What follows belongs to an exercise in optimizing a design on an open flow for small area; a production flow would make more cautious choices. In this exercise RTL edits were held to simulation tests only and were not proved equivalent to the original. The clock port is modelled as an ideal driver; clocking choices that lean on that would not hold on a real chip. Power and IR drop assume default switching activity.

**flow/constraint.sdc**
```tcl
create_clock -name core_clock -period 12.0 [get_ports {clk}]
set_input_delay 2.4000 -clock core_clock [delete_from_list [all_inputs] [get_ports {clk}]]
set_output_delay 2.4000 -clock core_clock [all_outputs]
set_load 0.01 [all_outputs]
```
**flow/design.v**
```verilog
package fir_pkg;
  localparam int unsigned DEF_DATA_W = 16;
  localparam int unsigned DEF_COEF_W = 18;
  localparam int unsigned DEF_TAPS   = 102;
  localparam int unsigned NDIG  = DEF_COEF_W / 2;
  localparam int unsigned ACC_W = 25;
endpackage
module fir_coef_ram #(
  parameter int unsigned DEPTH  = 4,
  parameter int unsigned COEF_W = 18,
  parameter int unsigned AW     = 2
) (
  input  logic              clk,
  input  logic              rst,
  input  logic              we,
  input  logic [AW-1:0]     waddr,
  input  logic [COEF_W-1:0] wdata,
  input  logic [AW-1:0]     ph_next,    
  output logic [COEF_W-1:0] head
);
  logic [DEPTH-1:0][COEF_W-1:0] mem_q;
  logic [AW:0]                  diff;
  logic [AW-1:0]                wslot;
  logic                         wvalid;
  logic [COEF_W-1:0]            wd;
  assign diff   = {1'b0, waddr} - {1'b0, ph_next};
  assign wslot  = diff[AW] ? AW'(diff[AW-1:0] + AW'(DEPTH)) : diff[AW-1:0];
  assign wvalid = we && (waddr < AW'(DEPTH));
  assign wd     = wdata & {COEF_W{!rst}};
  assign head   = mem_q[0];
  always_ff @(posedge clk) begin
    for (int unsigned i = 0; i < DEPTH; i++) begin
      if (rst || (wvalid && (wslot == AW'(i)))) mem_q[i] <= (i % 2 == 1) ? ~wd : wd;
      else if (i + 1 == DEPTH)                  mem_q[i] <= mem_q[0];
      else                                      mem_q[i] <= ~mem_q[i + 1];
    end
  end
endmodule
module fir_symm_tdm #(
  parameter int unsigned DATA_W    = fir_pkg::DEF_DATA_W,
  parameter int unsigned COEF_W    = fir_pkg::DEF_COEF_W,
  parameter int unsigned TAPS      = fir_pkg::DEF_TAPS,
  parameter int unsigned OUT_SHIFT = 16
) (
  input  logic                          clk,
  input  logic                          rst,
  input  logic                          clear,
  input  logic                          in_valid,
  output logic                          in_ready,
  input  logic [DATA_W-1:0]             in_data,
  input  logic                          coef_we,
  input  logic [5:0]                    coef_addr,
  input  logic [COEF_W-1:0]             coef_wdata,
  output logic                          out_valid,
  output logic [DATA_W-1:0]             out_data,
  output logic                          out_sat
);
  localparam int unsigned H     = TAPS / 2;
  localparam int unsigned AW    = 6;
  localparam int unsigned NDIG  = fir_pkg::NDIG;
  localparam int unsigned ACC_W = fir_pkg::ACC_W;
  localparam logic signed [ACC_W-1:0] RND_C = ACC_W'(1) << (OUT_SHIFT - 1);
  typedef enum logic [1:0] {
    ST_IDLE = 2'd0,
    ST_ZERO = 2'd1,
    ST_ADJ  = 2'd2,
    ST_PASS = 2'd3
  } state_e;
  state_e        st_q;
  logic [AW-1:0] ph_q, ph_d;    
  logic [6:0]    cnt_q;         
  logic [3:0]    dig_q;         
  logic          out_valid_q;
  logic          accept;
  logic          ph_last;
  logic          len_a;         
  logic          ld_b;          
  logic          short_b;       
  assign ph_last  = (ph_q == AW'(H - 1));
  assign ph_d     = ph_last ? '0 : ph_q + AW'(1);
  assign in_ready = (st_q == ST_IDLE) && ph_last && !clear && !rst;
  assign accept   = in_valid && in_ready;
  assign len_a    = (st_q == ST_ADJ) && (cnt_q < 7'(H + 1));
  assign ld_b     = (st_q == ST_ZERO) || ((st_q == ST_ADJ) && (cnt_q == '0));
  assign short_b  = (st_q == ST_ADJ) && (cnt_q != '0) && (cnt_q < 7'(H));
  always_ff @(posedge clk or posedge rst) begin
    if (rst) begin
      st_q        <= ST_ZERO;
      ph_q        <= '0;
      cnt_q       <= '0;
      dig_q       <= '0;
      out_valid_q <= 1'b0;
    end else begin
      ph_q        <= ph_d;
      out_valid_q <= 1'b0;
      if (clear) begin
        st_q  <= ST_ZERO;
        cnt_q <= '0;
      end else begin
        case (st_q)
          ST_ZERO: begin
            cnt_q <= cnt_q + 7'd1;
            if (cnt_q == 7'(TAPS + 2)) st_q <= ST_IDLE;
          end
          ST_IDLE: begin
            if (accept) begin
              st_q  <= ST_ADJ;
              cnt_q <= '0;
            end
          end
          ST_ADJ: begin
            cnt_q <= cnt_q + 7'd1;
            if (cnt_q == 7'(TAPS - 1)) begin
              st_q  <= ST_PASS;
              dig_q <= '0;
            end
          end
          default: begin   
            if (ph_last) begin
              dig_q <= dig_q + 4'd1;
              if (dig_q == 4'(NDIG - 1)) begin
                st_q        <= ST_IDLE;
                out_valid_q <= 1'b1;
              end
            end
          end
        endcase
      end
    end
  end
  logic [H-1:0][DATA_W-1:0] ra_q;
  logic [DATA_W-1:0]        xa_q;
  logic [H-2:0][DATA_W-1:0] rb_q;
  logic [DATA_W-1:0]        yb_q;
  logic [DATA_W-1:0]        a_in;
  always_comb begin
    if (st_q == ST_ZERO) a_in = '0;
    else if (len_a)      a_in = xa_q;
    else if (accept)     a_in = in_data;
    else                 a_in = ra_q[0];
  end
  always_ff @(posedge clk) begin
    for (int unsigned i = 0; i + 1 < H; i++) ra_q[i] <= ra_q[i+1];
    ra_q[H-1] <= a_in;
    xa_q      <= ra_q[0];
    for (int unsigned i = 0; i + 2 < H; i++) rb_q[i] <= rb_q[i+1];
    rb_q[H-2] <= short_b ? rb_q[0] : yb_q;
    if (ld_b)          yb_q <= xa_q;
    else if (!short_b) yb_q <= rb_q[0];
  end
  logic [COEF_W-1:0] c_head;
  logic [COEF_W:0]   coef_x;     
  logic [2:0]        bwin;
  fir_coef_ram #(
    .DEPTH  (H),
    .COEF_W (COEF_W),
    .AW     (AW)
  ) u_coef_ram (
    .clk     (clk),
    .rst     (rst),
    .we      (coef_we),
    .waddr   (coef_addr),
    .wdata   (coef_wdata),
    .ph_next (ph_d),
    .head    (c_head)
  );
  assign coef_x = {c_head, 1'b0};
  always_comb begin
    bwin = '0;
    for (int unsigned d = 0; d < NDIG; d++) begin
      if (dig_q == 4'(d)) bwin = coef_x[2*d +: 3];
    end
  end
  logic signed [DATA_W:0]   pre;
  logic                     b_neg, b_two, b_one;
  logic signed [DATA_W+1:0] pmag;
  logic signed [ACC_W-1:0]  acc_q, acc_src, acc_add;
  assign pre   = $signed({ra_q[0][DATA_W-1], ra_q[0]}) + $signed({rb_q[0][DATA_W-1], rb_q[0]});
  assign b_neg = bwin[2] && !(bwin[1] && bwin[0]);
  assign b_one = bwin[1] ^ bwin[0];
  assign b_two = (bwin == 3'b011) || (bwin == 3'b100);
  always_comb begin
    if (b_two)      pmag = {pre, 1'b0};
    else if (b_one) pmag = {pre[DATA_W], pre};
    else            pmag = '0;
    acc_add = ACC_W'(pmag) ^ {ACC_W{b_neg}};
    if (st_q != ST_PASS || (ph_q == '0 && dig_q == '0)) acc_src = RND_C;
    else if (ph_q == '0)                                acc_src = acc_q >>> 2;
    else                                                acc_src = acc_q;
  end
  always_ff @(posedge clk) begin
    acc_q <= acc_src + acc_add + ACC_W'(b_neg);
  end
  logic sat_hi, sat_lo;
  assign sat_hi    = !acc_q[ACC_W-1] && (acc_q[ACC_W-2:DATA_W-1] != '0);
  assign sat_lo    =  acc_q[ACC_W-1] && (acc_q[ACC_W-2:DATA_W-1] != '1);
  assign out_valid = out_valid_q;
  assign out_sat   = sat_hi || sat_lo;
  assign out_data  = sat_hi ? {1'b0, {(DATA_W-1){1'b1}}} :
                     sat_lo ? {1'b1, {(DATA_W-1){1'b0}}} : acc_q[DATA_W-1:0];
endmodule
```
**flow/flow/run.sh**
```bash
#!/bin/bash
# The standard layout (standard.sh) with three changes:
#  - synthesis is the standard flow's own script, except that ABC maps the logic with
#    flow/abc_area.script, an area-only mapping (flip-flops are not touched);
#  - clock tree synthesis adds no dummy loads and clusters up to 30 flip-flops
#    within 55 um per leaf buffer;
#  - the port buffers are the smallest buffer cell.
# All tool output goes to standard_flow.log and to the ORFS logs under orfs/logs.
set -euo pipefail
work=$PWD
std=$(sed -n 's/.* SYNTH_SCRIPT=\([^ ]*\) .*/\1/p' standard.sh)
[[ -n "$std" ]]
cat > my_synth.tcl <<TCL
proc abc {args} {
  set i [lsearch -exact \$args -script]
  if {\$i >= 0} { lset args [expr {\$i + 1}] $work/flow/abc_area.script }
  yosys abc {*}\$args
}
source $std
TCL
sed "s# SYNTH_SCRIPT=[^ ]* # SYNTH_SCRIPT=$work/my_synth.tcl #" standard.sh > my_standard.sh
grep -q "SYNTH_SCRIPT=$work/my_synth.tcl" my_standard.sh
export CTS_ARGS="-sink_clustering_enable -repair_clock_nets -dont_use_dummy_load -sink_clustering_size 30 -sink_clustering_max_diameter 55"
export BUFFER_PORTS_ARGS="-buffer_cell sky130_fd_sc_hd__buf_1"
bash my_standard.sh > standard_flow.log 2>&1
```
**flow/standard.sh**
```bash
#!/bin/bash
# synth_recipe.tcl (not shown) runs the flow's synth.tcl, then flattens the netlist and writes it again
# the make line also repeats each setting of config.mk as NAME=value (left out here)
make -C /OpenROAD-flow-scripts/flow DESIGN_CONFIG=/design/flow/config.mk WORK_HOME=/design/flow/orfs CLKGATE_MAP_FILE= SYNTH_SCRIPT=/design/flow/synth_recipe.tcl "${@:-finish}"
```
**flow/flow/abc_area.script**
```
strash;dch;map -a;amap
```
**flow/config.mk**
```make
export PLATFORM = sky130hd
export DESIGN_NAME = fir_symm_tdm
export DESIGN_NICKNAME = fir_symm_tdm
export VERILOG_FILES = /design/flow/design.v
export SDC_FILE = /design/flow/constraint.sdc
export NUM_CORES = 4
export LEC_CHECK = 0
export ABC_AREA = 1
export CAP_MARGIN = 20
export CORE_MARGIN = 2
export CORE_UTILIZATION = 70
export SLEW_MARGIN = 20
```
==> results of run 1 <==
==> sequential cells by signal, indices dropped and copies added (netlist names), 6 cells and up <==
| signal | count |
|---|---|
| xa_q | 16 |
| rb_q | 800 |
| acc_q | 25 |
| yb_q | 16 |
| ra_q | 816 |
| ph_q | 6 |
| cnt_q | 7 |
| u_coef_ram.mem_q | 918 |
==> worst max-delay path, delay by kind of cell, from the launching register on <==
kind	cells	cell delay, ns
AO/OA/AOI/OAI	17	3.63
AND/OR/NAND/NOR	9	1.65
buffers and inverters	8	1.55
adder cells (fa/ha/maj)	1	0.27
flip-flops	1	0.43
==> routing by layer <==
layer  GRT usage [%]  vias up
li1                -    16500
met1            39.1    16500
met2            41.0     1126
met3            5.45      233
met4            9.33        2
met5               0        -
==> how the worst max path moves through the flow <==
stage | to | cells past startpoint | from | slack, ns
2_1_floorplan | acc_q[24] | 27 | ph_q[0] | 2.96
3_3_place_gp | u_coef_ram.mem_q[899] | 19 | coef_addr[0] | 3.82
6_report | acc_q[24] | 35 | dig_q[3] | 4.33
5_1_grt | acc_q[24] | 35 | dig_q[3] | 3.43
4_1_cts | acc_q[24] | 36 | dig_q[0] | 4.43
3_5_place_dp | u_coef_ram.mem_q[323] | 19 | coef_addr[0] | 3.88
==> placed cells by master (no fill, tap or decap), types with 6 or more instances in the layout <==
cell type,netlist,layout
a21o_1,7,7
a21oi_1,64,63
a221oi_1,6,6
a22oi_1,84,84
a31oi_1,10,10
buf_1,1,63
buf_4,0,84
clkbuf_16,0,136
clkinv_1,223,222
dfrtp_1,19,19
dfxtp_1,2575,2575
edfxtp_1,16,16
ha_1,60,60
nand2_1,102,93
nand2_2,0,9
nand3_1,22,22
nand4_1,13,13
nor2_1,141,141
nor3_1,14,14
o21a_1,7,7
o21ai_0,125,76
o21ai_1,0,34
o21ai_2,0,15
o221a_1,20,20
o221ai_1,6,6
o22a_1,20,20
o22ai_1,875,875
o31ai_1,8,8
or2_0,18,18
==> report_power, final <==
group / switching (W) / internal [W] / total, W
Sequential: 0.000644 / 0.0108 / 0.0115
Clock: 0.00249 / 0.00202 / 0.00452
Combinational: 0.00131 / 0.000663 / 0.00197
==> final cells by class <==
cell class,count,area (um2),share of cell area (%)
sequential,2611,52500,75.6
multi-input combinational,1652,10400,14.9
clock buffer,136,3400,4.90
tap,1176,1470,2.12
timing repair buffer,149,897,1.29
inverter,223,837,1.20
antenna,3,7.51,0.0108
==> kinds of logic after synthesis <==
kind of cell    Yosys count  share of synthesized area, %
flops                  2611                          82.6
xor+xnor                  2                        0.0275
fa+ha+maj                63                          1.27
simple gates            325                          2.18
compound gates         1262                          12.6
buf+inv                 224                          1.32
==> metrics by stage <==
| stage | util (%) | hold WS [ns] | setup WS, ns | cells | instance area [um2] |
|---|---|---|---|---|---|
| after global placement | 73.4 | 0.310 | 3.82 | 5809 | 66000 |
| after CTS | 77.2 | 0.259 | 4.43 | 5947 | 69500 |
| after detailed placement | 73.4 | 0.312 | 3.88 | 5811 | 66100 |
| final | 77.2 | 0.270 | 4.33 | 5950 | 69500 |
| after global routing | 77.2 | 0.266 | 3.43 | 5947 | 69500 |
| after floorplan | - | 0.310 | 2.96 | 4487 | 63600 |
==> run notes, run 1 <==
Placer Congestion -> 0.913
H-tree depth -> 4
Chip width -> 305 um
Vias in the first global route -> 33500
Die Span Y -> 305 um
Worst EP required -> 12.60 ns
Post-CTS resize count -> 0
Crit Path Class -> reg2reg
CTS Buf Count -> 136
DR WL met3 -> 9250 um
Fin. Hold Viols -> 0
Hold_buf cts -> 0
Clock Skew -> 0.0886 ns
DP Wirelength -> 72500 um
Top layer used by detailed routing -> met5
Setup TNS -> 0 ns
Worst R2R Start -> dig_q[3]
FF-to-FF setup slack -> 4.33 ns
Worst min path class -> reg2reg
Worst-path clk slew -> 0.09 ns
Die Area -> 93300 um2
Top post-synthesis cells by area -> dfxtp_1, o22ai_1, clkinv_1
Async S/R FF share, synth -> 0.766%
Fmax -> 130 MHz
Worst-Skew Late Latency -> 0.76 ns
Max FO, Critical Path -> 29
Hold_sp -> ra_q[812]
Nets@finish -> 4881
Critical Path Max Stage Delay -> 0.64 ns
EDFF count, synth -> 16
Port-buffer cells -> 63
Syn avg cell area -> 14.2 um2
CTS tree -> built
Met2 wire length -> 55800 um
Top Ports -> 64
Cell Pwr Density -> 258 nW/um2
Max-Cap Viols -> 0
Worst VDD drop -> 0.230 mV
Synth-to-layout area growth -> 9.24%
WL final -> 127000 um
Antenna-violating nets left -> 0
Commonest cells in the netlist -> dfxtp_1, o22ai_1, clkinv_1, nor2_1, o21ai_0
Slowest stage cell, crit path -> clkinv_1
# DRC -> 0
CTS Root Buffer Type -> clkbuf_16
Synth Flop Type -> dfxtp_1
Final setup viols -> 0
Slew Viols, Final -> 0
Crit-path most repeated cell -> clkinv_1
Router iterations before antenna repair -> 6
WL met1 -> 58200 um
Power Total -> 0.0180 W
Worst r2r path cells -> 35
Post-synthesis sequential area ratio -> 82.6%
Initial antenna violation count -> 5
CP endpoint kind -> flop
Layout cells sized above 1 -> 5.28%
Final Cycle Share -> 63.9%
# rows -> 110
Fin crit period -> 7.67 ns
Max_slew headroom -> 18.0%
Overflow after GRT -> 0
Total core area -> 90000 um2
Gr usage total -> 27.0%
Ys Warns -> 2
Yosys top cell by area -> dfxtp_1
DR vias/cell -> 5.78
Maximum clock insertion buffer count -> 3
Setup Fix Bufs, Post-CTS -> 0
Status -> complete, no violations
Largest net degree at the start of global routing -> 68
Wirelength per Cell -> 21.3 um
RSZ-0062 raised after global routing -> false
Synthesized cell area -> 63600 um2
Post-Synthesis Cells -> 4487
Setup crit start kind -> flop
Fill cells -> 5482
DRT iter0 DRCs -> 3079
Hold Path Sink -> ra_q[796]
Share of Yosys cell area claimed by the top area cell type -> 81.0%
CTS sink count -> 2611
Initial Utilization -> 70.7%
Worst Path Arrival -> 8.27 ns
Leak Pwr -> 27.2 nW
Post-synthesis net count -> 4595
Yosys reg bits -> 2611
Hold path cells -> 0
Reg2reg end -> acc_q[24]
Transition time of the tightest slew-check pin -> 1.22 ns
Distinct cells, synth -> 49
Vias after detailed routing -> 34400
Global-route wire length before repair -> 194000 um
Most numerous cell in the Yosys netlist -> dfxtp_1
==> run 2: changes to the inputs <==
--- a/flow/design.v
+++ b/flow/design.v
@@ -4,5 +4,5 @@
   localparam int unsigned DEF_TAPS   = 102;
   localparam int unsigned NDIG  = DEF_COEF_W / 2;
-  localparam int unsigned ACC_W = 25;
+  localparam int unsigned ACC_W = 24;
 endpackage
 module fir_coef_ram #(
@@ -69,5 +69,4 @@
   state_e        st_q;
   logic [AW-1:0] ph_q, ph_d;    
-  logic [6:0]    cnt_q;         
   logic [3:0]    dig_q;         
   logic          out_valid_q;
@@ -81,12 +80,11 @@
   assign in_ready = (st_q == ST_IDLE) && ph_last && !clear && !rst;
   assign accept   = in_valid && in_ready;
-  assign len_a    = (st_q == ST_ADJ) && (cnt_q < 7'(H + 1));
-  assign ld_b     = (st_q == ST_ZERO) || ((st_q == ST_ADJ) && (cnt_q == '0));
-  assign short_b  = (st_q == ST_ADJ) && (cnt_q != '0) && (cnt_q < 7'(H));
+  assign len_a    = (st_q == ST_ADJ) && ((dig_q == '0) || (ph_q == '0));
+  assign ld_b     = (st_q == ST_ZERO) || ((st_q == ST_ADJ) && (dig_q == '0) && ph_last);
+  assign short_b  = (st_q == ST_ADJ) && (dig_q == '0) && (ph_q != '0);
   always_ff @(posedge clk or posedge rst) begin
     if (rst) begin
       st_q        <= ST_ZERO;
       ph_q        <= '0;
-      cnt_q       <= '0;
       dig_q       <= '0;
       out_valid_q <= 1'b0;
@@ -96,22 +94,26 @@
       if (clear) begin
         st_q  <= ST_ZERO;
-        cnt_q <= '0;
+        dig_q <= '0;
       end else begin
         case (st_q)
           ST_ZERO: begin
-            cnt_q <= cnt_q + 7'd1;
-            if (cnt_q == 7'(TAPS + 2)) st_q <= ST_IDLE;
+            if (ph_last) begin
+              dig_q <= dig_q + 4'd1;
+              if (dig_q == 4'd3) begin
+                st_q  <= ST_IDLE;
+                dig_q <= '0;
+              end
+            end
           end
           ST_IDLE: begin
-            if (accept) begin
-              st_q  <= ST_ADJ;
-              cnt_q <= '0;
-            end
+            if (accept) st_q <= ST_ADJ;
           end
           ST_ADJ: begin
-            cnt_q <= cnt_q + 7'd1;
-            if (cnt_q == 7'(TAPS - 1)) begin
-              st_q  <= ST_PASS;
-              dig_q <= '0;
+            if (ph_last) begin
+              dig_q <= dig_q + 4'd1;
+              if (dig_q == 4'd1) begin
+                st_q  <= ST_PASS;
+                dig_q <= '0;
+              end
             end
           end
@@ -121,4 +123,5 @@
               if (dig_q == 4'(NDIG - 1)) begin
                 st_q        <= ST_IDLE;
+                dig_q       <= '0;
                 out_valid_q <= 1'b1;
               end
@@ -146,6 +149,5 @@
     for (int unsigned i = 0; i + 2 < H; i++) rb_q[i] <= rb_q[i+1];
     rb_q[H-2] <= short_b ? rb_q[0] : yb_q;
-    if (ld_b)          yb_q <= xa_q;
-    else if (!short_b) yb_q <= rb_q[0];
+    yb_q      <= ld_b ? ra_q[1] : rb_q[0];
   end
   logic [COEF_W-1:0] c_head;
--- a/flow/config.mk
+++ b/flow/config.mk
@@ -7,6 +7,6 @@
 export LEC_CHECK = 0
 export ABC_AREA = 1
-export CAP_MARGIN = 20
+export CAP_MARGIN = 0
 export CORE_MARGIN = 2
 export CORE_UTILIZATION = 70
-export SLEW_MARGIN = 20
+export SLEW_MARGIN = 0
==> run notes, run 2 <==
Final setup viols -> 0
DR vias/cell -> 5.81
Ys Warns -> 2
# DRC -> 0
Total core area -> 89600 um2
Buffers and inverters on the worst path -> 7
Post-synthesis net count -> 4525
DRT iter0 DRCs -> 2964
Leak Pwr -> 26.7 nW
Post-CTS resize count -> 0
Die Area -> 92400 um2
Largest net degree at the start of global routing -> 36
DP Wirelength -> 71400 um
Yosys top cell by area -> dfxtp_1
Synthesized cell area -> 63000 um2
Global-route wire length before repair -> 197000 um
CTS sink count -> 2603
Synth-to-layout area growth -> 9.38%
Crit-path most repeated cell -> clkinv_1
Largest Register -> u_coef_ram.mem_q
Final Cycle Share -> 65.3%
CP endpoint kind -> flop
Nets@finish -> 4812
Register share of total power -> 59.9%
Max_slew headroom -> 9.67%
Slowest stage cell, crit path -> o21ai_1
Distinct cells, synth -> 48
NetSw -> 0.00387 W
Pint -> 0.0120 W
Initial Utilization -> 70.3%
Die Span Y -> 304 um
Wirelength per Cell -> 21.7 um
Syn avg cell area -> 14.2 um2
Clock Power Share -> 28.7%
Post-Synthesis Cells -> 4421
Critical-path cell list -> buf_1 > clkinv_1 > ha_1 > clkinv_1 > fa_1 > a21oi_1 > o21bai_1 > a21oi_1 > nor2_1 > nor2_1 > clkinv_1 > o21ai_0 > clkinv_1 > nor2_1 > clkinv_1 > or3_1 > o21ai_1 > clkinv_1 > o22ai_1
Synth Flop Type -> dfxtp_1
Status -> complete, no violations
Chip width -> 304 um
Top Ports -> 64
Top post-synthesis cells by area -> dfxtp_1, o22ai_1, clkinv_1
Top flop regs -> u_coef_ram.mem_q: 918 flops, ra_q: 816 flops, rb_q: 800 flops
Most numerous cell in the Yosys netlist -> dfxtp_1
Router iterations before antenna repair -> 8
Crit path max-delay family -> compound AO/OA/AOI/OAI gates
Setup crit start kind -> input pin
CTS Buf Count -> 140
Worst EP required -> 12.62 ns
Worst-path clk slew -> 0.09 ns
Overflow after GRT -> 0
Gr usage total -> 27.6%
Worst-Skew Late Latency -> 0.75 ns
CTS Root Buffer Type -> clkbuf_16
Max FFs per register -> 918
Setup Fix Bufs, Post-CTS -> 0
Worst hold slack -> 0.278 ns
Vias in the first global route -> 33600
Vias after detailed routing -> 34200
Sw Share -> 24.4%
Yosys reg bits -> 2603
Most frequent cells in the layout -> dfxtp_1, o22ai_1, clkinv_1
Worst VDD drop -> 0.177 mV
Placer Congestion -> 0.904
Async S/R FF share, synth -> 0.499%
H-tree depth -> 4
Transition time of the tightest slew-check pin -> 1.35 ns
Antenna-violating nets left -> 0
# rows -> 110
Fin. Hold Viols -> 0
Post-synthesis sequential area ratio -> 82.8%
Layout cells sized above 1 -> 5.35%
Initial antenna violation count -> 3
Slew Viols, Final -> 0
Max FO, Critical Path -> 19
EDFF count, synth -> 0
Fin crit period -> 7.84 ns
Share of Yosys cell area claimed by the top area cell type -> 82.3%
RSZ-0062 raised after global routing -> false
Worst Path Arrival -> 8.46 ns
Clock Skew -> 0.0831 ns
Most common cell after layout, fill and taps aside -> dfxtp_1
Port-buffer cells -> 63
Setup TNS -> 0 ns
WL final -> 128000 um
Diodes inserted -> 0
Max-Cap Viols -> 0
Commonest cells in the netlist -> dfxtp_1, o22ai_1, clkinv_1, nor2_1, o21ai_0
Gate power share -> 11.4%
Hold_buf cts -> 0
Cell Pwr Density -> 231 nW/um2
Fmax -> 128 MHz
Crit Path Class -> in2reg
CTS tree -> built
Maximum clock insertion buffer count -> 3
Critical Path Max Stage Delay -> 1.01 ns
Worst min path class -> reg2reg
run 2: worst register-to-register path, delay by kind of cell (launching register included):
kind	cells	cell delay [ns]
adders and majority gates	2	0.54
and+or+nand+nor	10	1.89
DFF	1	0.39
buffers and inverters	8	0.96
AOI/OAI and AO/OA	14	3.19
run 2: cells by family (layout without fill, tap and decap cells):
group / after synthesis / count (layout) / share of synthesized area [%]
buffers and inverters: 211 / 496 / 1.26
AO/OA/AOI/OAI: 1259 / 1259 / 12.7
XOR/XNOR: 2 / 2 / 0.0278
adder cells (fa/ha/maj): 59 / 59 / 1.21
flip-flops: 2603 / 2603 / 82.8
AND/OR/NAND/NOR: 287 / 287 / 1.96
run 2: per-stage QoR:
stage	setup WS (ns)	util, %	power, W	instances	cell area, um2
finish	4.16	76.9	0.0159	5882	68900
global route	3.65	76.9	0.0165	5882	68900
CTS	4.34	76.9	0.0159	5882	68900
detailed placement	3.61	73.0	0.0115	5742	65400
global placement	3.84	73.0	0.0114	5742	65400
floorplan	3.03	-	0.0109	4421	63000
run 2: path summary, 6_finish.rpt:
| path | start | end | slack, ns | cells past startpoint |
|---|---|---|---|---|
| worst max-delay path | coef_addr[0] | u_coef_ram.mem_q[305] | 4.16 | 19 |
| worst min-delay path | rb_q[181] | rb_q[165] | 0.28 | 0 |
| worst max register to register | dig_q[0] | acc_q[22] | 4.87 | 34 |
| worst min register to register | rb_q[181] | rb_q[165] | 0.28 | 0 |
| max in group asynchronous | rst | st_q[0] | 9.78 | 2 |
| min in group asynchronous | rst | st_q[1] | 1.92 | 2 |
run 2: power groups by stage:
stage	clock [W]	sequential, W	combinational, W
2_1_floorplan	0	0.00960	0.00130
3_3_place_gp	0	0.00969	0.00174
3_5_place_dp	0	0.00969	0.00177
4_1_cts	0.00463	0.00952	0.00179
5_1_grt	0.00493	0.00956	0.00202
6_report	0.00455	0.00951	0.00181
run 2: cell type report:
| cell class | count | area, um2 |
|---|---|---|
| well taps | 1176 | 1470 |
| fillers | 5350 | 20700 |
| clock buffers | 140 | 3500 |
| flip-flops and latches | 2603 | 52200 |
| repair buffers | 146 | 860 |
| multi-input cells | 1607 | 10100 |
| inverters | 210 | 788 |
run 2: metal layers:
layer / wire length (um) / track usage, % / share of wire [%] / vias up
met2: 56100 / 42.2 / 44 / 1219
li1: - / - / - / 16300
met5: 10 / 0 / 0.0078 / -
met4: 5170 / 11.4 / 4.0 / 2
met1: 58000 / 39.6 / 45 / 16400
met3: 8460 / 4.73 / 6.6 / 323
==> run 3: changes to the inputs <==
--- a/flow/config.mk
+++ b/flow/config.mk
@@ -7,6 +7,7 @@
 export LEC_CHECK = 0
 export ABC_AREA = 1
-export CAP_MARGIN = 0
+export CAP_MARGIN = 10
 export CORE_MARGIN = 2
 export CORE_UTILIZATION = 70
-export SLEW_MARGIN = 0
+export GPL_TIMING_DRIVEN = 0
+export SLEW_MARGIN = 10
==> run notes, run 3 <==
Status -> complete, no violations
Slew Viols, Final -> 0
Layout cells sized above 1 -> 5.28%
Yosys top cell by area -> dfxtp_1
H-tree depth -> 4
CP endpoint kind -> flop
Max FO, Critical Path -> 19
Share of Yosys cell area claimed by the top area cell type -> 82.3%
Synth Flop Type -> dfxtp_1
Global-route wire length before repair -> 190000 um
Ys Warns -> 2
Yosys reg bits -> 2603
FF-to-FF setup slack -> 4.54 ns
# rows -> 110
Final Cycle Share -> 65.1%
Cell Pwr Density -> 229 nW/um2
Worst min path class -> reg2reg
DP Wirelength -> 69700 um
Max FFs per register -> 918
Synth-to-layout area growth -> 9.53%
Nets@finish -> 4780
Setup TNS -> 0 ns
Post-synthesis net count -> 4525
Fin crit period -> 7.81 ns
Clock Skew -> 0.0999 ns
Final setup viols -> 0
DR vias/cell -> 5.75
Syn avg cell area -> 14.2 um2
Fmax -> 128 MHz
Largest Register -> u_coef_ram.mem_q
Router iterations before antenna repair -> 6
CTS Buf Count -> 136
Setup crit start kind -> input pin
Worst Path Arrival -> 8.42 ns
Top post-synthesis cells by area -> dfxtp_1, o22ai_1, clkinv_1
Worst-path clk slew -> 0.10 ns
Antenna-violating nets left -> 0
Initial antenna violation count -> 2
Vias in the first global route -> 32800
Die Area -> 92400 um2
Post-CTS resize count -> 0
Leak Pwr -> 26.7 nW
Hold path cells -> 0
Post-Synthesis Cells -> 4421
Port-buffer cells -> 63
Most frequent cells in the layout -> dfxtp_1, o22ai_1, clkinv_1
Async S/R FF share, synth -> 0.499%
Worst VDD drop -> 0.174 mV
Most common cell after layout, fill and taps aside -> dfxtp_1
Worst r2r path cells -> 33
Wirelength per Cell -> 21.0 um
Worst EP required -> 12.61 ns
Fill cells -> 5377
Placer Congestion -> 0.852
Worst-Skew Late Latency -> 0.75 ns
CTS Root Buffer Type -> clkbuf_16
EDFF count, synth -> 0
Synthesized cell area -> 63000 um2
CTS tree -> built
CTS sink count -> 2603
Fin. Hold Viols -> 0
Hold_sp -> rb_q[36]
WL final -> 123000 um
Max-Cap Viols -> 0
Hold_buf cts -> 0
RSZ-0062 raised after global routing -> false
Max_slew headroom -> 16.6%
DRT iter0 DRCs -> 3156
Reg2reg end -> acc_q[22]
Top flop regs -> u_coef_ram.mem_q: 918 flops, ra_q: 816 flops, rb_q: 800 flops
Gr usage total -> 26.4%
Hold Path Sink -> rb_q[20]
Transition time of the tightest slew-check pin -> 1.24 ns
Crit Path Class -> in2reg
Die Span Y -> 304 um
Top Ports -> 64
Total core area -> 89600 um2
Dpl ws -> 3.61 ns
Setup Fix Bufs, Post-CTS -> 0
Commonest cells in the netlist -> dfxtp_1, o22ai_1, clkinv_1, nor2_1, o21ai_0
Worst R2R Start -> dig_q[1]
Overflow after GRT -> 0
Post-synthesis sequential area ratio -> 82.8%
Distinct cells, synth -> 48
Initial Utilization -> 70.3%
Vias after detailed routing -> 33600
Chip width -> 304 um
# DRC -> 0
Maximum clock insertion buffer count -> 3
Worst setup margin -> 4.19 ns
Most numerous cell in the Yosys netlist -> dfxtp_1
Largest net degree at the start of global routing -> 82
-- run 3: logic make-up (layout without fill, tap and decap cells) --
logic type / Yosys count / count (layout) / share of synthesized area [%]
other: 0 / 2 / 0
DFF: 2603 / 2603 / 82.8
buffers and inverters: 211 / 464 / 1.26
adders and majority gates: 59 / 59 / 1.21
xor gates and xnor gates: 2 / 2 / 0.0278
AOI/OAI and AO/OA: 1259 / 1259 / 12.7
and+or+nand+nor: 287 / 287 / 1.96
-- run 3: worst max path at each step --
| stage | start | to | slack, ns | cells after the start |
|---|---|---|---|---|
| final | coef_addr[0] | u_coef_ram.mem_q[1] | 4.19 | 19 |
| after floorplan | ph_q[0] | acc_q[22] | 3.03 | 27 |
| after detailed placement | coef_addr[0] | u_coef_ram.mem_q[1] | 3.61 | 19 |
| after global routing | dig_q[1] | acc_q[22] | 3.56 | 34 |
| after CTS | coef_addr[0] | u_coef_ram.mem_q[1] | 4.36 | 19 |
| after global placement | ph_q[0] | acc_q[22] | -1.88 | 27 |
-- run 3: per-layer routing --
layer | vias to the layer above | GRT usage, % | share of wire (%)
met5 | - | 0 | 0
met2 | 1045 | 40.6 | 44
met3 | 244 | 4.61 | 6.4
met1 | 16100 | 38.4 | 46
li1 | 16200 | - | -
met4 | 0 | 8.83 | 2.9
-- run 3: per-stage QoR --
step                      area [um2]  std cells  total power (W)  hold slack (ns)  utilization [%]
final                          69000       5852           0.0158            0.244             77.0
after global routing           69000       5850           0.0164            0.229             77.0
after CTS                      68900       5847           0.0159            0.232             76.9
after detailed placement       65500       5711           0.0115            0.312             73.1
after global placement         64700       5660           0.0114            0.310             72.2
after floorplan                63000       4421           0.0109            0.310                -
-- run 3: where the power goes --
part | internal [W] | leakage [nW] | total, W | switching (W)
clock network | 0.00202 | 1.68 | 0.00450 | 0.00247
logic | 0.000655 | 3.61 | 0.00182 | 0.00116
registers | 0.00929 | 21.4 | 0.00951 | 0.000217
total | 0.0120 | 26.7 | 0.0158 | 0.00386
-- run 3: final cells by class --
type / count / area, um2 / area share [%]
tap: 1176 / 1470 / 2.13
timing repair buffer: 117 / 943 / 1.37
inverter: 210 / 801 / 1.16
buffer: 1 / 3.75 / 0.00544
clock buffer: 136 / 3400 / 4.93
multi-input combinational: 1607 / 10200 / 14.8
sequential: 2603 / 52200 / 75.6
antenna: 2 / 5.00 / 0.00725
-- run 3: worst max-delay path, stage by stage --
cell,delay (ns)
buf_1,0.10
clkinv_1,0.05
ha_1,0.14
clkinv_1,0.09
fa_1,0.42
a21oi_1,0.15
o21bai_1,0.11
a21oi_1,0.16
nor2_1,0.05
nor2_1,0.29
clkinv_1,0.25
o21ai_0,0.97
clkinv_1,0.38
nor2_1,0.41
clkinv_1,0.12
or3_1,0.43
o21ai_2,0.72
clkinv_1,0.72
o22ai_1,0.45
==> run 4: changes to the inputs <==
--- a/flow/config.mk
+++ b/flow/config.mk
@@ -7,7 +7,6 @@
 export LEC_CHECK = 0
 export ABC_AREA = 1
-export CAP_MARGIN = 10
+export CAP_MARGIN = 20
 export CORE_MARGIN = 2
 export CORE_UTILIZATION = 70
-export GPL_TIMING_DRIVEN = 0
-export SLEW_MARGIN = 10
+export SLEW_MARGIN = 20
==> run notes, run 4 <==
Status -> complete, no violations
Maximum clock insertion buffer count -> 3
Critical Path Max Stage Delay -> 0.70 ns
Post-synthesis adder-cell area fraction -> 1.21%
Fin. Hold Viols -> 0
Slowest stage cell, crit path -> o21ai_0
Async S/R FF share, synth -> 0.499%
Setup crit start kind -> input pin
Synth Area in Simple Gates -> 1.96%
RSZ-0062 raised after global routing -> false
Vias after detailed routing -> 34300
Synth Area in Compound Gates -> 12.7%
Gr usage total -> 27.4%
Initial Utilization -> 70.3%
Post-Route Utilization -> 76.9%
Max FO, Critical Path -> 19
Fill cells -> 5440
Synth Flop Type -> dfxtp_1
Transition time of the tightest slew-check pin -> 1.24 ns
Worst VDD drop -> 0.186 mV
Router iterations before antenna repair -> 6
Distinct cells, synth -> 48
Worst EP required -> 12.64 ns
Yosys reg bits -> 2603
Fin crit period -> 7.23 ns
Crit Path Class -> in2reg
Cell Pwr Density -> 230 nW/um2
Initial antenna violation count -> 3
Share of Yosys cell area claimed by the top area cell type -> 82.3%
DRT iter0 DRCs -> 2786
Register share of total power -> 60.0%
Fmax -> 138 MHz
Vias in the first global route -> 33400
Layout cells sized above 1 -> 5.48%
Global-route wire length before repair -> 195000 um
Post-synthesis mux area share -> 0%
# rows -> 110
Slew Viols, Final -> 0
Port-buffer cells -> 63
DR vias/cell -> 5.82
Pint -> 0.0120 W
Ys Warns -> 2
Most frequent cells in the layout -> dfxtp_1, o22ai_1, clkinv_1
Top post-synthesis cells by area -> dfxtp_1, o22ai_1, clkinv_1
CTS Buf Count -> 139
CTS sink count -> 2603
Worst Path Arrival -> 7.86 ns
Crit-path most repeated cell -> clkinv_1
# DRC -> 0
Synthesized cell area -> 63000 um2
CP endpoint kind -> flop
Setup Fix Bufs, Post-CTS -> 0
Final setup viols -> 0
Gate power share -> 11.5%
Antenna-violating nets left -> 0
Clock Skew -> 0.0822 ns
Post-CTS resize count -> 0
Post-synthesis net count -> 4525
Clock Power Share -> 28.6%
Post-synthesis sequential area ratio -> 82.8%
Top Ports -> 64
Chip width -> 304 um
Worst min path class -> reg2reg
Most common cell after layout, fill and taps aside -> dfxtp_1
Synth-to-layout area growth -> 9.39%
Total core area -> 89600 um2
FF-to-FF setup slack -> 4.88 ns
Max_slew headroom -> 16.6%
Overflow after GRT -> 0
Max-Cap Viols -> 0
Commonest cells in the netlist -> dfxtp_1, o22ai_1, clkinv_1, nor2_1, o21ai_0
Largest net degree at the start of global routing -> 36
Die Area -> 92400 um2
Placer Congestion -> 0.904
Leak Pwr -> 26.7 nW
DP Wirelength -> 71200 um
Final Cycle Share -> 60.2%
CTS Root Buffer Type -> clkbuf_16
Nets@finish -> 4812
EDFF count, synth -> 0
H-tree depth -> 4
Yosys top cell by area -> dfxtp_1
Wirelength per Cell -> 21.7 um
Xor and xnor area share after synthesis -> 0.0278%
Most numerous cell in the Yosys netlist -> dfxtp_1
Largest family of logic cells by synthesized area -> compound AO/OA/AOI/OAI gates
Critical-path cell list -> buf_1 > clkinv_1 > ha_1 > clkinv_1 > fa_1 > a21oi_1 > o21bai_1 > a21oi_1 > nor2_1 > nor2_1 > clkinv_1 > o21ai_0 > clkinv_1 > nor2_1 > clkinv_1 > or3_1 > o21ai_2 > clkinv_1 > o22ai_1
CTS tree -> built
Syn avg cell area -> 14.2 um2
Top flop regs -> u_coef_ram.mem_q: 918 flops, ra_q: 816 flops, rb_q: 800 flops
Max FFs per register -> 918
Hold_buf cts -> 0
Worst-path clk slew -> 0.09 ns
FF+latch area -> 52200 um2
Post-Synthesis Cells -> 4421
NetSw -> 0.00387 W
Die Span Y -> 304 um
WL final -> 128000 um
Multi-input combinational cell area -> 10100 um2
Sw Share -> 24.4%
Power Total -> 0.0159 W
Worst-Skew Late Latency -> 0.76 ns
Largest Register -> u_coef_ram.mem_q
Setup TNS -> 0 ns
run 4: worst paths after layout:
path,startpoint,to,cells after the start
min in group asynchronous,rst,st_q[1],2
setup reg to reg,dig_q[0],acc_q[22],34
hold / removal,rb_q[181],rb_q[165],0
hold reg to reg,rb_q[181],rb_q[165],0
max in group asynchronous,rst,st_q[0],2
setup / recovery,coef_addr[0],u_coef_ram.mem_q[305],19
run 4: cell families after synthesis:
family | count (synthesis)
compound gates | 1259
buf+inv | 211
simple gates | 287
flops | 2603
xor+xnor | 2
fa+ha+maj | 59
run 4: critical path, delay by kind of cell:
kind            cells  cell delay [ns]
compound gates      6             2.17
buf+inv             7             1.58
simple gates        4             1.15
fa+ha+maj           2             0.55
run 4: power groups by stage:
stage | registers [W] | logic (W) | clock network (W)
floorplan | 0.00960 | 0.00130 | 0
global placement | 0.00969 | 0.00174 | 0
global route | 0.00957 | 0.00203 | 0.00490
CTS | 0.00952 | 0.00179 | 0.00461
finish | 0.00952 | 0.00182 | 0.00453
detailed placement | 0.00969 | 0.00177 | 0
run 4: area by class of cell:
class,count,area share [%]
multi-input cells,1607,14.7
inverters,210,1.15
diodes,1,0.00363
repair buffers,147,1.26
flip-flops and latches,2603,75.7
clock buffers,139,5.05
well taps,1176,2.14
run 4: layer usage:
layer | vias to the layer above | global-route usage [%] | share of wire [%]
li1 | 16300 | - | -
met1 | 16300 | 39.5 | 45
met2 | 1350 | 41.7 | 44
met3 | 289 | 4.87 | 7.0
met4 | 0 | 10.8 | 3.6
met5 | - | 0 | 0
run 4: stage by stage:
stage | setup slack (ns) | area [um2] | hold WS (ns) | instances
after floorplan | 3.03 | 63000 | 0.310 | 4421
after global placement | 3.84 | 65400 | 0.309 | 5742
after detailed placement | 3.56 | 65400 | 0.312 | 5743
after global routing | 4.12 | 68900 | 0.273 | 5882
after CTS | 4.38 | 68900 | 0.267 | 5882
final | 4.77 | 68900 | 0.276 | 5883
==> run 5: changes to the inputs <==
--- a/flow/flow/run.sh
+++ b/flow/flow/run.sh
@@ -3,6 +3,6 @@
 #  - synthesis is the standard flow's own script, except that ABC maps the logic with
 #    flow/abc_area.script, an area-only mapping (flip-flops are not touched);
-#  - clock tree synthesis adds no dummy loads and clusters up to 30 flip-flops
-#    within 55 um per leaf buffer;
+#  - clock tree synthesis adds no dummy loads and clusters up to 36 flip-flops
+#    within 50 um per leaf buffer;
 #  - the port buffers are the smallest buffer cell.
 # All tool output goes to standard_flow.log and to the ORFS logs under orfs/logs.
@@ -21,5 +21,5 @@
 sed "s# SYNTH_SCRIPT=[^ ]* # SYNTH_SCRIPT=$work/my_synth.tcl #" standard.sh > my_standard.sh
 grep -q "SYNTH_SCRIPT=$work/my_synth.tcl" my_standard.sh
-export CTS_ARGS="-sink_clustering_enable -repair_clock_nets -dont_use_dummy_load -sink_clustering_size 30 -sink_clustering_max_diameter 55"
+export CTS_ARGS="-sink_clustering_enable -repair_clock_nets -dont_use_dummy_load -sink_clustering_size 36 -sink_clustering_max_diameter 50"
 export BUFFER_PORTS_ARGS="-buffer_cell sky130_fd_sc_hd__buf_1"
 bash my_standard.sh > standard_flow.log 2>&1
==> run notes, run 5 <==
Worst min path class -> reg2reg
Placer Congestion -> 0.904
Pint -> 0.0120 W
Worst EP required -> 12.63 ns
Max-Cap Viols -> 0
Worst-Skew Late Latency -> 0.77 ns
Post-CTS resize count -> 0
Post-synthesis net count -> 4525
Synth Area in Compound Gates -> 12.7%
Router iterations before antenna repair -> 6
Clock Skew -> 0.0925 ns
Die Span Y -> 304 um
Fmax -> 136 MHz
Vias after detailed routing -> 34100
DR vias/cell -> 5.80
Xor and xnor area share after synthesis -> 0.0278%
Post-synthesis mux area share -> 0%
Largest net degree at the start of global routing -> 36
Max FO, Critical Path -> 19
Post-synthesis sequential area ratio -> 82.8%
Sw Share -> 24.3%
Die Area -> 92400 um2
Top post-synthesis cells by area -> dfxtp_1, o22ai_1, clkinv_1
WL final -> 127000 um
DRT iter0 DRCs -> 2915
Share of Yosys cell area claimed by the top area cell type -> 82.3%
CTS tree -> built
Hold path cells -> 0
EDFF count, synth -> 0
Nets@finish -> 4815
Most common cell after layout, fill and taps aside -> dfxtp_1
Diodes inserted -> 0
Yosys reg bits -> 2603
Register share of total power -> 59.8%
Hold Path Sink -> rb_q[421]
Maximum clock insertion buffer count -> 3
Synth-to-layout area growth -> 9.51%
Synth Area in Simple Gates -> 1.96%
CTS sink count -> 2603
Most frequent cells in the layout -> dfxtp_1, o22ai_1, clkinv_1
Leak Pwr -> 26.8 nW
Worst Setup SP -> coef_addr[0]
Port-buffer cells -> 63
Overflow after GRT -> 0
Synth Flop Type -> dfxtp_1
Fin crit period -> 7.33 ns
Hold_buf cts -> 0
Ys Warns -> 2
# rows -> 110
Setup TNS -> 0 ns
Gate power share -> 11.4%
Distinct cells, synth -> 48
Transition time of the tightest slew-check pin -> 1.09 ns
Wirelength per Cell -> 21.6 um
Clock Power Share -> 28.8%
Final Cycle Share -> 61.1%
Synthesized cell area -> 63000 um2
Total core area -> 89600 um2
Async S/R FF share, synth -> 0.499%
DP Wirelength -> 71200 um
Cell Pwr Density -> 231 nW/um2
Final setup viols -> 0
Chip width -> 304 um
Most numerous cell in the Yosys netlist -> dfxtp_1
Placed Area -> 65400 um2
Post-Route Utilization -> 77.0%
Syn avg cell area -> 14.2 um2
Placed cell count -> 5743
Slew Viols, Final -> 0
Largest family of logic cells by synthesized area -> compound AO/OA/AOI/OAI gates
Top flop regs -> u_coef_ram.mem_q: 918 flops, ra_q: 816 flops, rb_q: 800 flops
Reg2reg end -> acc_q[22]
Worst-path clk slew -> 0.11 ns
FF-to-FF setup slack -> 4.87 ns
Commonest cells in the netlist -> dfxtp_1, o22ai_1, clkinv_1, nor2_1, o21ai_0
Final instance area -> 69000 um2
Initial Utilization -> 70.3%
Max FFs per register -> 918
Finished Layout Cells -> 5885
H-tree depth -> 4
Crit Path Class -> in2reg
Post-synthesis adder-cell area fraction -> 1.21%
Gr usage total -> 27.3%
Vias in the first global route -> 33200
Worst VDD drop -> 0.178 mV
NetSw -> 0.00388 W
Worst R2R Start -> dig_q[0]
Antenna-violating nets left -> 0
Worst setup margin -> 4.67 ns
Top Ports -> 64
Initial antenna violation count -> 2
Global-route wire length before repair -> 194000 um
Status -> complete, no violations
Worst Path Arrival -> 7.96 ns
Layout cells sized above 1 -> 5.56%
Yosys top cell by area -> dfxtp_1
Fin. Hold Viols -> 0
Dpl ws -> 3.56 ns
Max_slew headroom -> 27.1%
Setup crit start kind -> input pin
RSZ-0062 raised after global routing -> false
Post-Synthesis Cells -> 4421
# DRC -> 0
Largest Register -> u_coef_ram.mem_q
CTS Root Buffer Type -> clkbuf_16
CTS Buf Count -> 142
Hold_sp -> rb_q[437]
Setup Fix Bufs, Post-CTS -> 0
Worst r2r path cells -> 34
CP endpoint kind -> flop
-- run 5: cell counts after synthesis --
Identical to the previous run, type by type.
-- run 5: logic make-up (layout without fill, tap and decap cells) --
kind of cell | Yosys count | in the layout
fa+ha+maj | 59 | 59
flops | 2603 | 2603
xor+xnor | 2 | 2
simple gates | 287 | 287
buf+inv | 211 | 499
compound gates | 1259 | 1259
-- run 5: area by class of cell --
cell class,instances,area (um2)
clock buffers,142,3550
repair buffers,147,867
multi-input cells,1607,10100
well taps,1176,1470
fillers,5467,20600
inverters,210,790
flip-flops and latches,2603,52200
-- run 5: worst max-delay path by stage --
| stage | endpoint | slack [ns] | cells after the start |
|---|---|---|---|
| global placement | u_coef_ram.mem_q[43] | 3.84 | 19 |
| CTS | u_coef_ram.mem_q[305] | 4.32 | 19 |
| finish | u_coef_ram.mem_q[305] | 4.67 | 19 |
| global route | acc_q[22] | 4.13 | 34 |
| floorplan | acc_q[22] | 3.03 | 27 |
| detailed placement | u_coef_ram.mem_q[305] | 3.56 | 19 |
-- run 5: per-layer routing --
metal  part of all wire [%]  global-route usage, %  vias up
met5                 0.0079                      0        -
li1                       -                      -    16300
met4                    3.8                   11.0        2
met3                    6.8                   4.90      294
met2                     44                   41.3     1241
met1                     46                   39.2    16300
-- run 5: critical path, cell delays in order --
cell and delay, ns:
buf_1 0.12, clkinv_1 0.07, ha_1 0.16, clkinv_1 0.10
fa_1 0.42, a21oi_1 0.16, o21bai_1 0.11, a21oi_1 0.16
nor2_1 0.05, nor2_1 0.37, clkinv_1 0.26, o21ai_0 0.70
clkinv_1 0.31, nor2_1 0.32, clkinv_1 0.12, or3_1 0.42
o21ai_2 0.67, clkinv_1 0.65, o22ai_1 0.39
-- run 5: per-stage QoR --
stage	hold slack [ns]	total power, W
floorplan	0.310	0.0109
global placement	0.309	0.0114
detailed placement	0.312	0.0115
CTS	0.256	0.0160
global route	0.259	0.0165
finish	0.265	0.0159
-- run 5: power groups by stage --
stage | logic, W | registers (W) | clock network (W)
after floorplan | 0.00130 | 0.00960 | 0
after global placement | 0.00174 | 0.00969 | 0
after detailed placement | 0.00177 | 0.00969 | 0
after CTS | 0.00179 | 0.00952 | 0.00466
after global routing | 0.00202 | 0.00956 | 0.00495
final | 0.00182 | 0.00951 | 0.00458
==> run 6: changes to the inputs <==
--- a/flow/flow/run.sh
+++ b/flow/flow/run.sh
@@ -3,6 +3,8 @@
 #  - synthesis is the standard flow's own script, except that ABC maps the logic with
 #    flow/abc_area.script, an area-only mapping (flip-flops are not touched);
-#  - clock tree synthesis adds no dummy loads and clusters up to 36 flip-flops
-#    within 50 um per leaf buffer;
+#  - clock tree synthesis adds no dummy loads and clusters up to 30 flip-flops
+#    within 55 um per leaf buffer;
+#  - after clock tree synthesis, flow/downsize_clk.tcl gives each clock buffer
+#    the smallest clkbuf that keeps the slew at the pins it drives within 100 ps;
 #  - the port buffers are the smallest buffer cell.
 # All tool output goes to standard_flow.log and to the ORFS logs under orfs/logs.
@@ -21,5 +23,6 @@
 sed "s# SYNTH_SCRIPT=[^ ]* # SYNTH_SCRIPT=$work/my_synth.tcl #" standard.sh > my_standard.sh
 grep -q "SYNTH_SCRIPT=$work/my_synth.tcl" my_standard.sh
-export CTS_ARGS="-sink_clustering_enable -repair_clock_nets -dont_use_dummy_load -sink_clustering_size 36 -sink_clustering_max_diameter 50"
+export CTS_ARGS="-sink_clustering_enable -repair_clock_nets -dont_use_dummy_load -sink_clustering_size 30 -sink_clustering_max_diameter 55"
+export POST_CTS_TCL="$work/flow/downsize_clk.tcl"
 export BUFFER_PORTS_ARGS="-buffer_cell sky130_fd_sc_hd__buf_1"
 bash my_standard.sh > standard_flow.log 2>&1
==> flow/flow/downsize_clk.tcl (new file) <==
# Post-CTS: give each clock buffer the smallest clkbuf that keeps the slew at
# every pin its output drives within a limit (estimated from placement).
estimate_parasitics -placement
set clk_slew_limit 0.100
set clk_sizes {sky130_fd_sc_hd__clkbuf_4 sky130_fd_sc_hd__clkbuf_8}
proc clk_out_slew {inst} {
  set worst 0.0
  foreach out [get_pins -of_objects $inst -filter "direction == output"] {
    foreach p [get_pins -of_objects [get_nets -of_objects $out] -filter "direction == input"] {
      set s [get_property $p slew_max]
      if {$s > $worst} { set worst $s }
    }
  }
  return $worst
}
set n_down 0
foreach inst [get_cells clkbuf_*] {
  set orig [get_property $inst ref_name]
  if {$orig != "sky130_fd_sc_hd__clkbuf_16"} { continue }
  foreach size $clk_sizes {
    replace_cell $inst $size
    if {[clk_out_slew $inst] <= $clk_slew_limit} { incr n_down; break }
    replace_cell $inst $orig
  }
}
puts "downsize_clk: $n_down clock buffers downsized"
==> run notes, run 6 <==
Status -> complete, no violations
Top post-synthesis cells by area -> dfxtp_1, o22ai_1, clkinv_1
Fmax -> 138 MHz
Max FO, Critical Path -> 19
DRT iter0 DRCs -> 2850
Slew Viols, Final -> 0
Initial Utilization -> 70.3%
Share of Yosys cell area claimed by the top area cell type -> 82.3%
Most common cell after layout, fill and taps aside -> dfxtp_1
Setup TNS -> 0 ns
Chip width -> 304 um
Syn avg cell area -> 14.2 um2
Fin. Hold Viols -> 0
Largest Register -> u_coef_ram.mem_q
Top Ports -> 64
Worst min path class -> reg2reg
Leak Pwr -> 26.5 nW
Antenna-violating nets left -> 0
Power Total -> 0.0155 W
Vias in the first global route -> 33400
Fin crit period -> 7.25 ns
Yosys reg bits -> 2603
Overflow after GRT -> 0
Crit Path Class -> in2reg
Port-buffer cells -> 63
# rows -> 110
Worst-Skew Late Latency -> 0.78 ns
Worst Setup SP -> coef_addr[0]
Worst r2r path cells -> 36
WL final -> 128000 um
Wirelength per Cell -> 21.7 um
Max-Cap Viols -> 0
Nets@finish -> 4812
Distinct cells, synth -> 48
Placer Congestion -> 0.904
Most frequent cells in the layout -> dfxtp_1, o22ai_1, clkinv_1
DR vias/cell -> 5.83
Post-Synthesis Cells -> 4421
Layout cells sized above 1 -> 5.48%
EDFF count, synth -> 0
Synth-to-layout area growth -> 8.63%
Ys Warns -> 2
DP Wirelength -> 71200 um
Die Span Y -> 304 um
# DRC -> 0
CTS sink count -> 2603
Synthesized cell area -> 63000 um2
Initial antenna violation count -> 4
Post-synthesis sequential area ratio -> 82.8%
Worst R2R Start -> dig_q[0]
Worst-path clk slew -> 0.10 ns
CTS tree -> built
Largest net degree at the start of global routing -> 36
Max FFs per register -> 918
Most numerous cell in the Yosys netlist -> dfxtp_1
Async S/R FF share, synth -> 0.499%
Die Area -> 92400 um2
Router iterations before antenna repair -> 6
Synth Flop Type -> dfxtp_1
Vias after detailed routing -> 34300
Clock Skew -> 0.0744 ns
Reg2reg end -> acc_q[22]
CP endpoint kind -> flop
Post-synthesis net count -> 4525
Yosys top cell by area -> dfxtp_1
Worst setup margin -> 4.75 ns
End of the critical path -> u_coef_ram.mem_q[305]
Setup crit start kind -> input pin
Post-Route Utilization -> 76.4%
Final Cycle Share -> 60.4%
Max_slew headroom -> 16.1%
Cell Pwr Density -> 227 nW/um2
FF-to-FF setup slack -> 4.90 ns
Dpl ws -> 3.56 ns
Worst EP required -> 12.68 ns
Commonest cells in the netlist -> dfxtp_1, o22ai_1, clkinv_1, nor2_1, o21ai_0
Gr usage total -> 27.4%
Total core area -> 89600 um2
Hold path cells -> 0
Top flop regs -> u_coef_ram.mem_q: 918 flops, ra_q: 816 flops, rb_q: 800 flops
Global-route wire length before repair -> 195000 um
Worst Path Arrival -> 7.92 ns
Transition time of the tightest slew-check pin -> 1.25 ns
Final setup viols -> 0
Worst VDD drop -> 0.186 mV
RSZ-0062 raised after global routing -> false
==> run 6: cell counts after synthesis <==
No cell type changed its count.
==> run 6: through the flow <==
step | cell area (um2) | std cells | hold WS (ns)
3_3_place_gp | 65400 | 5742 | 0.309
3_5_place_dp | 65400 | 5743 | 0.312
5_1_grt | 68400 | 5884 | 0.293
2_1_floorplan | 63000 | 4421 | 0.310
6_report | 68400 | 5885 | 0.263
==> run 6: routing by layer <==
metal | GRT usage (%) | wire, um | share of wire, %
met5 | 0 | 0 | 0
met2 | 41.7 | 56100 | 44
met1 | 39.5 | 58000 | 45
met4 | 10.8 | 4660 | 3.6
met3 | 4.87 | 9050 | 7.1
==> run 6: worst min-delay path by stage <==
stage | startpoint | endpoint | slack, ns
2_1_floorplan | ra_q[116] | ra_q[100] | 0.31
3_3_place_gp | ra_q[266] | ra_q[250] | 0.31
3_5_place_dp | ra_q[163] | ra_q[147] | 0.31
5_1_grt | rb_q[772] | rb_q[756] | 0.29
6_report | rb_q[772] | rb_q[756] | 0.26
==> run 6: cells by family (layout without fill, tap and decap cells) <==
group	Yosys count	count (layout)	synth area share, %
xor gates and xnor gates	2	2	0.0278
other	0	3	0
and+or+nand+nor	287	287	1.96
buffers and inverters	211	496	1.26
AOI/OAI and AO/OA	1259	1259	12.7
adders and majority gates	59	59	1.21
DFF	2603	2603	82.8
==> run 6: final cells by class <==
class	count	area (um2)
Multi-Input combinational cell	1607	10100
Clock buffer	139	3000
Fill cell	5507	21200
Antenna cell	3	7.51
Timing Repair Buffer	147	867
Sequential cell	2603	52200
Inverter	210	790
Tap cell	1176	1470
==> run 6: report_power, final <==
part / internal, W / switching [W]
clock: 0.00176 / 0.00243
combinational: 0.000646 / 0.00117
sequential: 0.00929 / 0.000227
total: 0.0117 / 0.00383
==> run 6: critical path, cell delays in order <==
cell and delay [ns]:
buf_1 0.12, clkinv_1 0.06, ha_1 0.14, clkinv_1 0.09, fa_1 0.41, a21oi_1 0.16, o21bai_1 0.11, a21oi_1 0.16
nor2_1 0.05, nor2_1 0.35, clkinv_1 0.25, o21ai_0 0.74, clkinv_1 0.32, nor2_1 0.33, clkinv_1 0.12, or3_1 0.43
o21ai_2 0.66, clkinv_1 0.64, o22ai_1 0.38
==> run 7: changes to the inputs <==
--- a/flow/flow/run.sh
+++ b/flow/flow/run.sh
@@ -1,4 +1,4 @@
 #!/bin/bash
-# The standard layout (standard.sh) with three changes:
+# The standard layout (standard.sh) with these changes:
 #  - synthesis is the standard flow's own script, except that ABC maps the logic with
 #    flow/abc_area.script, an area-only mapping (flip-flops are not touched);
==> run notes, run 7 <==
Worst-path clk slew -> 0.10 ns
Top Ports -> 64
Commonest cells in the netlist -> dfxtp_1, o22ai_1, clkinv_1, nor2_1, o21ai_0
Placer Congestion -> 0.904
Worst EP required -> 12.68 ns
Max FO, Critical Path -> 19
Chip width -> 304 um
Worst hold slack -> 0.263 ns
Synthesized cell area -> 63000 um2
CP endpoint kind -> flop
Largest net degree at the start of global routing -> 36
WL final -> 128000 um
Die Span Y -> 304 um
Synth-to-layout area growth -> 8.63%
Top post-synthesis cells by area -> dfxtp_1, o22ai_1, clkinv_1
Most frequent cells in the layout -> dfxtp_1, o22ai_1, clkinv_1
Vias in the first global route -> 33400
Final setup viols -> 0
DP Wirelength -> 71200 um
EDFF count, synth -> 0
Largest Register -> u_coef_ram.mem_q
Yosys top cell by area -> dfxtp_1
Die Area -> 92400 um2
Worst-Skew Late Latency -> 0.78 ns
Gr usage total -> 27.4%
# DRC -> 0
Final Cycle Share -> 60.4%
Max_slew headroom -> 16.1%
Status -> complete, no violations
Fmax -> 138 MHz
Async S/R FF share, synth -> 0.499%
Gr busiest metal -> met2
Fin. Hold Viols -> 0
Max FFs per register -> 918
Max-Cap Viols -> 0
Share of Yosys cell area claimed by the top area cell type -> 82.3%
Crit Path Class -> in2reg
Cell Pwr Density -> 227 nW/um2
Post-Synthesis Cells -> 4421
Yosys reg bits -> 2603
Layout cells sized above 1 -> 5.48%
Leak Pwr -> 26.5 nW
Antenna-violating nets left -> 0
Wirelength per Cell -> 21.7 um
Transition time of the tightest slew-check pin -> 1.25 ns
Total core area -> 89600 um2
Setup TNS -> 0 ns
Worst setup margin -> 4.75 ns
Most numerous cell in the Yosys netlist -> dfxtp_1
Ys Warns -> 2
Fin crit period -> 7.25 ns
Nets@finish -> 4812
Global-route wire length before repair -> 195000 um
Initial antenna violation count -> 4
Top flop regs -> u_coef_ram.mem_q: 918 flops, ra_q: 816 flops, rb_q: 800 flops
Worst Path Arrival -> 7.92 ns
Synth Flop Type -> dfxtp_1
Syn avg cell area -> 14.2 um2
Router iterations before antenna repair -> 6
# rows -> 110
DRT iter0 DRCs -> 2850
Dpl ws -> 3.56 ns
Post-synthesis sequential area ratio -> 82.8%
CTS sink count -> 2603
Most common cell after layout, fill and taps aside -> dfxtp_1
Setup crit start kind -> input pin
Post-synthesis net count -> 4525
Distinct cells, synth -> 48
RSZ-0062 raised after global routing -> false
Worst min path class -> reg2reg
Initial Utilization -> 70.3%
Port-buffer cells -> 63
Slew Viols, Final -> 0
Vias after detailed routing -> 34300
DR vias/cell -> 5.83
Global-route track usage on met3 -> 4.87%
CTS tree -> built
Overflow after GRT -> 0
Clock Skew -> 0.0744 ns
Met2 usage -> 41.7%
Met1 usage -> 39.5%
Worst VDD drop -> 0.186 mV
[run 7: critical path, cell delays in order]
cell      delay (ns)
buf_1           0.12
clkinv_1        0.06
ha_1            0.14
clkinv_1        0.09
fa_1            0.41
a21oi_1         0.16
o21bai_1        0.11
a21oi_1         0.16
nor2_1          0.05
nor2_1          0.35
clkinv_1        0.25
o21ai_0         0.74
clkinv_1        0.32
nor2_1          0.33
clkinv_1        0.12
or3_1           0.43
o21ai_2         0.66
clkinv_1        0.64
o22ai_1         0.38
[run 7: final timing paths]
path / startpoint / to / slack [ns] / cells past startpoint
min reg2reg: rb_q[772] / rb_q[756] / 0.26 / 0
max reg2reg: dig_q[0] / acc_q[22] / 4.90 / 36
max in group asynchronous: rst / st_q[0] / 9.76 / 2
min: rb_q[772] / rb_q[756] / 0.26 / 0
min in group asynchronous: rst / out_valid_q / 1.90 / 2
max: coef_addr[0] / u_coef_ram.mem_q[305] / 4.75 / 19
[run 7: final cells by class]
cell class / count / area (um2)
diodes: 3 / 7.51
flip-flops and latches: 2603 / 52200
inverters: 210 / 790
well taps: 1176 / 1470
repair buffers: 147 / 867
clock buffers: 139 / 3000
multi-input cells: 1607 / 10100
fillers: 5507 / 21200
[run 7: kinds of logic after synthesis]
logic type                 Yosys count  synth area share [%]
and+or+nand+nor                    287                  1.96
xor gates and xnor gates             2                0.0278
buffers and inverters              211                  1.26
adders and majority gates           59                  1.21
DFF                               2603                  82.8
AOI/OAI and AO/OA                 1259                  12.7
[run 7: where the power goes]
| group | switching, W | internal [W] | total, W |
|---|---|---|---|
| Combinational | 0.00117 | 0.000646 | 0.00182 |
| Clock | 0.00243 | 0.00176 | 0.00419 |
| Sequential | 0.000227 | 0.00929 | 0.00951 |
| Total | 0.00383 | 0.0117 | 0.0155 |
[run 7: metrics by stage]
stage                     util [%]  std cells  total power, W  area (um2)
final                         76.4       5885          0.0155       68400
after global routing          76.4       5884          0.0161       68400
after detailed placement      73.0       5743          0.0115       65400
after global placement        73.0       5742          0.0114       65400
after floorplan                  -       4421          0.0109       63000
[run 7: per-layer routing]
| metal | wire length (um) | part of all wire (%) |
|---|---|---|
| met1 | 58000 | 45 |
| met2 | 56100 | 44 |
| met3 | 9050 | 7.1 |
| met4 | 4660 | 3.6 |
| met5 | 0 | 0 |

[what the ideal ports hide]
The results above use ideal ports. As a check the final layouts listed here were re-extracted and re-timed, cells and wires unchanged.
Step 1 sets driving cells, clkbuf_16 on the clock port and buf_2 on the other inputs (assumed; they add their load-dependent delay and slew).
Step 2 times the ports against the registers' clock, not the clock port: input delays grow and output delays shrink by t, the midpoint of the rising clock arrivals with the driver on.
a / b / c = ideal ports / drivers / drivers and shift; a / b = the first two.
run	t, ns	setup slack, ns	worst setup path after step 2	pins driven straight from the clock port
run 1	0.786	4.333 / 4.333 / 3.875	input to register	1
run 2	0.786	4.159 / 4.208 / 3.422	input to register	1
run 3	0.780	4.190 / 4.206 / 3.425	input to register	1
run 4	0.789	4.773 / 4.813 / 4.024	input to register	1
run 5	0.795	4.667 / 4.714 / 3.919	input to register	1
run 6	0.811	4.752 / 4.792 / 3.981	input to register	1
run 7	0.811	4.752 / 4.792 / 3.981	input to register	1
After both steps setup and hold are still met in every run listed.
